This design comes from an exercise in tuning for small area on the open sky130 flow, not from production work.
In this exercise RTL edits were held to simulation tests only and were not proved equivalent to the original.
No activity file was given, so power comes from the tool's default toggle rates. The clock port is modelled as an ideal driver; clocking choices that lean on that would not hold on a real chip.

==> flow/design.v <==
`timescale 1ns/1ps
`default_nettype none
module jtag_dbg_top (
    input  logic tck,
    input  logic state_test_logic_reset,
    input  logic tms,
    input  logic tdi,
    output logic tdo
);
    localparam logic [3:0] EXIT2_DR = 4'h0, EXIT1_DR = 4'h1, SHIFT_DR = 4'h2, PAUSE_DR = 4'h3,
                           SEL_IR = 4'h4, UPDATE_DR = 4'h5, CAPTURE_DR = 4'h6, SEL_DR = 4'h7,
                           EXIT2_IR = 4'h8, EXIT1_IR = 4'h9, SHIFT_IR = 4'hA, PAUSE_IR = 4'hB,
                           RTI = 4'hC, UPDATE_IR = 4'hD, CAPTURE_IR = 4'hE, TLR = 4'hF;
    localparam logic [35:0] DBG_PORT_ID = 36'h0_1D0C_DB61;
    logic       rst;
    logic [3:0] st;
    logic [3:0] st_nx;
    logic       tap_rst;
    assign rst     = state_test_logic_reset;
    assign tap_rst = rst || (st == TLR);
    always_comb begin
        case (st)
            TLR:        st_nx = tms ? TLR : RTI;
            RTI:        st_nx = tms ? SEL_DR : RTI;
            SEL_DR:     st_nx = tms ? SEL_IR : CAPTURE_DR;
            CAPTURE_DR: st_nx = tms ? EXIT1_DR : SHIFT_DR;
            SHIFT_DR:   st_nx = tms ? EXIT1_DR : SHIFT_DR;
            EXIT1_DR:   st_nx = tms ? UPDATE_DR : PAUSE_DR;
            PAUSE_DR:   st_nx = tms ? EXIT2_DR : PAUSE_DR;
            EXIT2_DR:   st_nx = tms ? UPDATE_DR : SHIFT_DR;
            UPDATE_DR:  st_nx = tms ? SEL_DR : RTI;
            SEL_IR:     st_nx = tms ? TLR : CAPTURE_IR;
            CAPTURE_IR: st_nx = tms ? EXIT1_IR : SHIFT_IR;
            SHIFT_IR:   st_nx = tms ? EXIT1_IR : SHIFT_IR;
            EXIT1_IR:   st_nx = tms ? UPDATE_IR : PAUSE_IR;
            PAUSE_IR:   st_nx = tms ? EXIT2_IR : PAUSE_IR;
            EXIT2_IR:   st_nx = tms ? UPDATE_IR : SHIFT_IR;
            default:    st_nx = tms ? SEL_DR : RTI;  
        endcase
    end
    always_ff @(posedge tck) begin
        if (rst) st <= TLR;
        else     st <= st_nx;
    end
    logic cap_any, shift_any, cap_ir, shift_ir, shift_dr, upd_dr;
    assign cap_any   = (st[2:0] == 3'b110);  
    assign shift_any = (st[2:0] == 3'b010);  
    assign cap_ir    = (st == CAPTURE_IR);
    assign shift_ir  = (st == SHIFT_IR);
    assign shift_dr  = (st == SHIFT_DR);
    assign upd_dr    = (st == UPDATE_DR);
    logic ir_j;  
    logic ir_c;  
    logic [35:0] sr;  
    always_ff @(posedge tck) begin
        if (tap_rst) begin
            ir_j <= 1'b1;
            ir_c <= 1'b0;
        end else if (st == UPDATE_IR) begin
            ir_j <= (sr[3:0] == 4'b1010);
            ir_c <= (sr[3:0] == 4'b1011);
        end
    end
    logic [31:0] sel_q;    
    logic        sel_z;
    logic [31:0] taddr_q;  
    logic        taddr_z;
    logic [31:0] res_q;    
    logic        res_z;
    logic        fault;    
    logic [1:0]  bcnt;     
    logic        bwr;      
    logic        busy;
    assign busy = (bcnt != 2'd0);
    logic [35:0] cap_v;
    always_comb begin
        if (ir_j) begin
            cap_v = DBG_PORT_ID;
        end else begin
            cap_v[35:4] = (busy || res_z) ? 32'h0 : res_q;
            cap_v[3:0]  = busy ? 4'b0001 : (fault ? 4'b0100 : 4'b0010);
        end
    end
    logic ir_dr;  
    assign ir_dr = ir_j || ir_c;
    logic        sr_sh;
    logic        sr_hd;
    logic [31:0] sr_hi_d;
    assign sr_sh   = shift_any && !cap_any;
    assign sr_hd   = !shift_any && !cap_any;
    assign sr_hi_d = ({32{cap_any}} & cap_v[35:4]) | ({32{sr_sh}} & {tdi, sr[35:5]})
                   | ({32{sr_hd}} & sr[35:4]);
    always_ff @(posedge tck) begin
        sr[35:4] <= sr_hi_d;
        if (cap_ir) begin
            sr[3:1] <= 3'b000;
        end else if (cap_any) begin
            sr[3:1] <= cap_v[3:1];
        end else if (shift_ir) begin
            sr[3:1] <= {tdi, sr[3:2]};
        end else if (shift_dr) begin
            sr[3:1] <= sr[4:2];
        end
        if (cap_ir) begin
            sr[0] <= 1'b1;
        end else if (cap_any) begin
            sr[0] <= ir_dr ? cap_v[0] : 1'b0;
        end else if (shift_any) begin
            sr[0] <= (shift_dr && !ir_dr) ? tdi : sr[1];
        end
    end
    assign tdo = shift_any ? sr[0] : 1'b0;
    logic [31:0] rq_data;
    logic [2:0]  rq_op;
    logic        rq_wr;
    logic        cdp_upd;
    logic        sel_fault;
    logic        dtr_go;
    assign rq_data   = sr[35:4];
    assign rq_op     = sr[3:1];
    assign rq_wr     = sr[0];
    assign cdp_upd   = ir_c && upd_dr;
    assign sel_fault = !sel_z && (sel_q[31:1] != 31'h0);
    assign dtr_go    = cdp_upd && (rq_op == 3'd2) && !sel_fault;
    logic [5:0] widx;
    assign widx = {sel_q[0] && !sel_z, taddr_z ? 5'h0 : taddr_q[4:0]};
    logic [5:0]        ph;
    logic [63:0][31:0] ring;
    logic [1:0]        clr_cnt;  
    logic              clr;
    logic              wr_now;   
    logic              rd_now;   
    logic              rq_dtr_wr;
    logic [5:0]        ins_pos;
    logic [5:0]        rd_pos;
    logic [31:0]       wbus;
    logic [31:0]       wbus_c;   
    logic [15:0]       ins;      
    logic [15:0]       hold_n;   
    logic [15:0]       keep;     
    always_ff @(posedge tck) begin
        if (rst) ph <= 6'd0;
        else     ph <= ph + 6'd1;
    end
    assign clr       = rst || (clr_cnt != 2'd0);
    assign rq_dtr_wr = ir_c && rq_op == 3'd2 && rq_wr && !sel_fault;
    assign wr_now    = (rq_dtr_wr && (((st == EXIT1_DR || st == EXIT2_DR) && tms) || st == UPDATE_DR))
                    || (bwr && bcnt[1]);
    assign rd_now    = !clr && ((ir_c && !st[3] && st != SEL_IR && st != SEL_DR) || res_z || (busy && !bwr));
    assign ins_pos   = widx + ph + 6'd1;
    assign rd_pos    = widx + ph;
    assign wbus      = rq_data;
    assign wbus_c    = clr ? 32'h0 : rq_data;
    always_comb begin
        for (int k = 0; k < 16; k++) begin
            ins[k]    = !clr && wr_now && ins_pos == 6'(4 * k);
            hold_n[k] = ins[k] || clr;
            keep[k]   = !ins[k] && !clr;
        end
    end
    always_ff @(posedge tck) begin
        for (int p = 0; p < 64; p++) begin
            if (p % 8 == 0) begin
                ring[p] <= ~((ring[(p + 63) % 64] | {32{hold_n[p / 4]}}) & (~wbus | {32{!ins[p / 4]}}));
            end else if (p % 8 == 4) begin
                ring[p] <= ~((ring[p - 1] | {32{ins[p / 4]}}) & (wbus_c | {32{keep[p / 4]}}));
            end else begin
                ring[p] <= ring[p - 1];
            end
        end
    end
    always_ff @(posedge tck) begin
        if (rst) clr_cnt <= 2'd3;
        else if (clr_cnt != 2'd0) clr_cnt <= clr_cnt - 2'd1;
    end
    always_ff @(posedge tck) begin
        if (cdp_upd && rq_op == 3'd0 && rq_wr) sel_q <= rq_data;
        if (cdp_upd && rq_op == 3'd1 && rq_wr) taddr_q <= rq_data;
    end
    always_ff @(posedge tck) begin
        if (tap_rst) begin
            sel_z   <= 1'b1;
            taddr_z <= 1'b1;
        end else begin
            if (cdp_upd && rq_op == 3'd0 && rq_wr) sel_z <= 1'b0;
            if (cdp_upd && rq_op == 3'd1 && rq_wr) taddr_z <= 1'b0;
        end
    end
    logic        ld_data, ld_sel, ld_taddr, ld_upd;
    logic [7:0]  ld_tap;
    logic [31:0] res_d;
    assign ld_data  = cdp_upd && ((rq_op[2:1] == 2'b00 && rq_wr) || rq_dtr_wr);
    assign ld_sel   = cdp_upd && rq_op == 3'd0 && !rq_wr;
    assign ld_taddr = cdp_upd && rq_op == 3'd1 && !rq_wr;
    assign ld_upd   = ld_data || ld_sel || ld_taddr;
    always_comb begin
        for (int i = 0; i < 8; i++) begin
            ld_tap[i] = rd_now && !ld_upd && rd_pos == 6'(8 * i);
        end
        res_d = ({32{ld_data}} & rq_data) | ({32{ld_sel}} & sel_q) | ({32{ld_taddr}} & taddr_q)
              | ({32{!ld_upd && !(|ld_tap)}} & res_q);
        for (int i = 0; i < 8; i++) begin
            res_d = res_d | ({32{ld_tap[i]}} & ring[8 * i]);
        end
    end
    always_ff @(posedge tck) begin
        res_q <= res_d;
    end
    always_ff @(posedge tck) begin
        if (tap_rst) begin
            res_z <= 1'b1;
            fault <= 1'b0;
            bcnt  <= 2'd0;
        end else begin
            if (busy) bcnt <= bcnt - 2'd1;
            if (cdp_upd) begin
                case (rq_op)
                    3'd0: begin
                        res_z <= rq_wr ? 1'b0 : sel_z;
                        fault <= 1'b0;
                    end
                    3'd1: begin
                        res_z <= rq_wr ? 1'b0 : taddr_z;
                        fault <= 1'b0;
                    end
                    3'd2: begin
                        if (sel_fault) begin
                            res_z <= 1'b1;
                            fault <= 1'b1;
                        end else begin
                            res_z <= 1'b0;
                            fault <= 1'b0;
                            bcnt  <= 2'd3;
                        end
                    end
                    default: begin
                        res_z <= 1'b1;
                        fault <= 1'b1;
                    end
                endcase
            end
        end
    end
    always_ff @(posedge tck) begin
        if (dtr_go) bwr <= rq_wr;
    end
endmodule
`default_nettype wire
Settings: LEC_CHECK=0, CAP_MARGIN=20, CORE_MARGIN=2, CORE_UTILIZATION=70, PLACE_DENSITY=0.8, SLEW_MARGIN=20; clock period 10.0 ns.
standard.sh (not shown) runs the stock make flow with config.mk's settings and CLKGATE_MAP_FILE= SYNTH_SCRIPT=/design/flow/synth_recipe.tcl, a recipe that flattens the netlist after the stock synthesis.
==> flow/flow/run.sh <==
#!/bin/bash
# Own layout flow: the standard layout (standard.sh), with two changes:
#  - synthesis maps logic with flow/abc_area.script, an area-oriented ABC script
#    (the rest of synth_recipe.tcl, flip-flop mapping included, is unchanged);
#  - clock tree synthesis builds larger sink clusters and inserts no dummy loads.
set -euo pipefail
here=$(pwd)
{
  head -n 1 synth_recipe.tcl
  echo "proc abc {args} { set i [lsearch \$args -script]; yosys abc {*}[lreplace \$args \$i [expr {\$i + 1}] -script $here/flow/abc_area.script] }"
  tail -n +2 synth_recipe.tcl
} > own_synth.tcl
export CTS_ARGS="-sink_clustering_enable -repair_clock_nets -sink_clustering_size 30 -sink_clustering_max_diameter 70 -dont_use_dummy_load"
bash standard.sh SYNTH_SCRIPT=$here/own_synth.tcl finish > flow_make.log 2>&1
==> flow/flow/abc_area.script <==
strash
ifraig
scorr
dc2
balance
rewrite
refactor
balance
rewrite -z
refactor -z
strash
dch -f
map -a
Then changed:
--- a/flow/design.v
+++ b/flow/design.v
@@ -83,15 +83,12 @@
     end
     logic ir_dr;  
     assign ir_dr = ir_j || ir_c;
-    logic        sr_sh;
-    logic        sr_hd;
-    logic [31:0] sr_hi_d;
-    assign sr_sh   = shift_any && !cap_any;
-    assign sr_hd   = !shift_any && !cap_any;
-    assign sr_hi_d = ({32{cap_any}} & cap_v[35:4]) | ({32{sr_sh}} & {tdi, sr[35:5]})
-                   | ({32{sr_hd}} & sr[35:4]);
-    always_ff @(posedge tck) begin
-        sr[35:4] <= sr_hi_d;
+    always_ff @(posedge tck) begin
+        if (cap_any) begin
+            sr[35:4] <= cap_v[35:4];
+        end else if (shift_any) begin
+            sr[35:4] <= {tdi, sr[35:5]};
+        end
         if (cap_ir) begin
             sr[3:1] <= 3'b000;
         end else if (cap_any) begin
@@ -134,13 +131,11 @@
     logic [5:0]        ins_pos;
     logic [5:0]        rd_pos;
     logic [31:0]       wbus;
-    logic [31:0]       wbus_c;   
     logic [15:0]       ins;      
     logic [15:0]       hold_n;   
     logic [15:0]       keep;     
     always_ff @(posedge tck) begin
-        if (rst) ph <= 6'd0;
-        else     ph <= ph + 6'd1;
+        ph <= ph + 6'd1;
     end
     assign clr       = rst || (clr_cnt != 2'd0);
     assign rq_dtr_wr = ir_c && rq_op == 3'd2 && rq_wr && !sel_fault;
@@ -150,7 +145,6 @@
     assign ins_pos   = widx + ph + 6'd1;
     assign rd_pos    = widx + ph;
     assign wbus      = rq_data;
-    assign wbus_c    = clr ? 32'h0 : rq_data;
     always_comb begin
         for (int k = 0; k < 16; k++) begin
             ins[k]    = !clr && wr_now && ins_pos == 6'(4 * k);
@@ -163,7 +157,7 @@
             if (p % 8 == 0) begin
                 ring[p] <= ~((ring[(p + 63) % 64] | {32{hold_n[p / 4]}}) & (~wbus | {32{!ins[p / 4]}}));
             end else if (p % 8 == 4) begin
-                ring[p] <= ~((ring[p - 1] | {32{ins[p / 4]}}) & (wbus_c | {32{keep[p / 4]}}));
+                ring[p] <= ~((ring[p - 1] & {32{keep[p / 4]}}) | (wbus & {32{ins[p / 4]}}));
             end else begin
                 ring[p] <= ring[p - 1];
             end
Setup slack is better by 430 ps.
Maximum frequency rises by about 7%.
Clock-buffer cell count stays the same.
Flip-flop and latch count is unchanged.
Routed wire length went down by 1.5%.
Hold slack got worse by 3.8 ps.
Design area grows by about 0.56%.
Via count is lower by 1.1%.
Die area is higher by about 0.5%.
Sequential power rises by 2.4%.
Power rises by 1.2%.
Utilization went down by 0.47 points.
Area after synthesis rises by about 0.5%.
Global-route usage came out lower by 0.52 points.

-- static timing again, ports no longer ideal --
How much do the figures lean on ideal ports? The routed layouts below were timed once more, with nothing changed but the port constraints. Step 1 (the two cells are an assumption about what drives the block):
set clk [get_ports {tck}]
set_driving_cell -lib_cell sky130_fd_sc_hd__clkbuf_16 $clk
set_driving_cell -lib_cell sky130_fd_sc_hd__buf_2 [delete_from_list [all_inputs] $clk]
Step 2 also shifts input and output timing later by t, the mid clock arrival at the registers, as if the neighbouring blocks saw the same clock. Slacks: ideal / step 1 / step 2; pairs: ideal / step 1.
| run | t (ns) | slack for setup (ns) | hold WS [ns] | worst setup path after step 2 | pins driven straight from the clock port |
|---|---|---|---|---|---|
| the first run | 0.720 | 3.193 / 3.121 / 3.427 | 0.298 / 0.298 / 0.298 | input to register | 1 |
| the second run | 0.718 | 3.622 / 3.660 / 2.942 | 0.294 / 0.294 / 0.294 | input to register | 1 |
After both steps setup and hold are still met in every run listed. The setup slack of the second run, which loses most, moves by +0.038 ns with the drivers and by -0.680 ns with both steps.
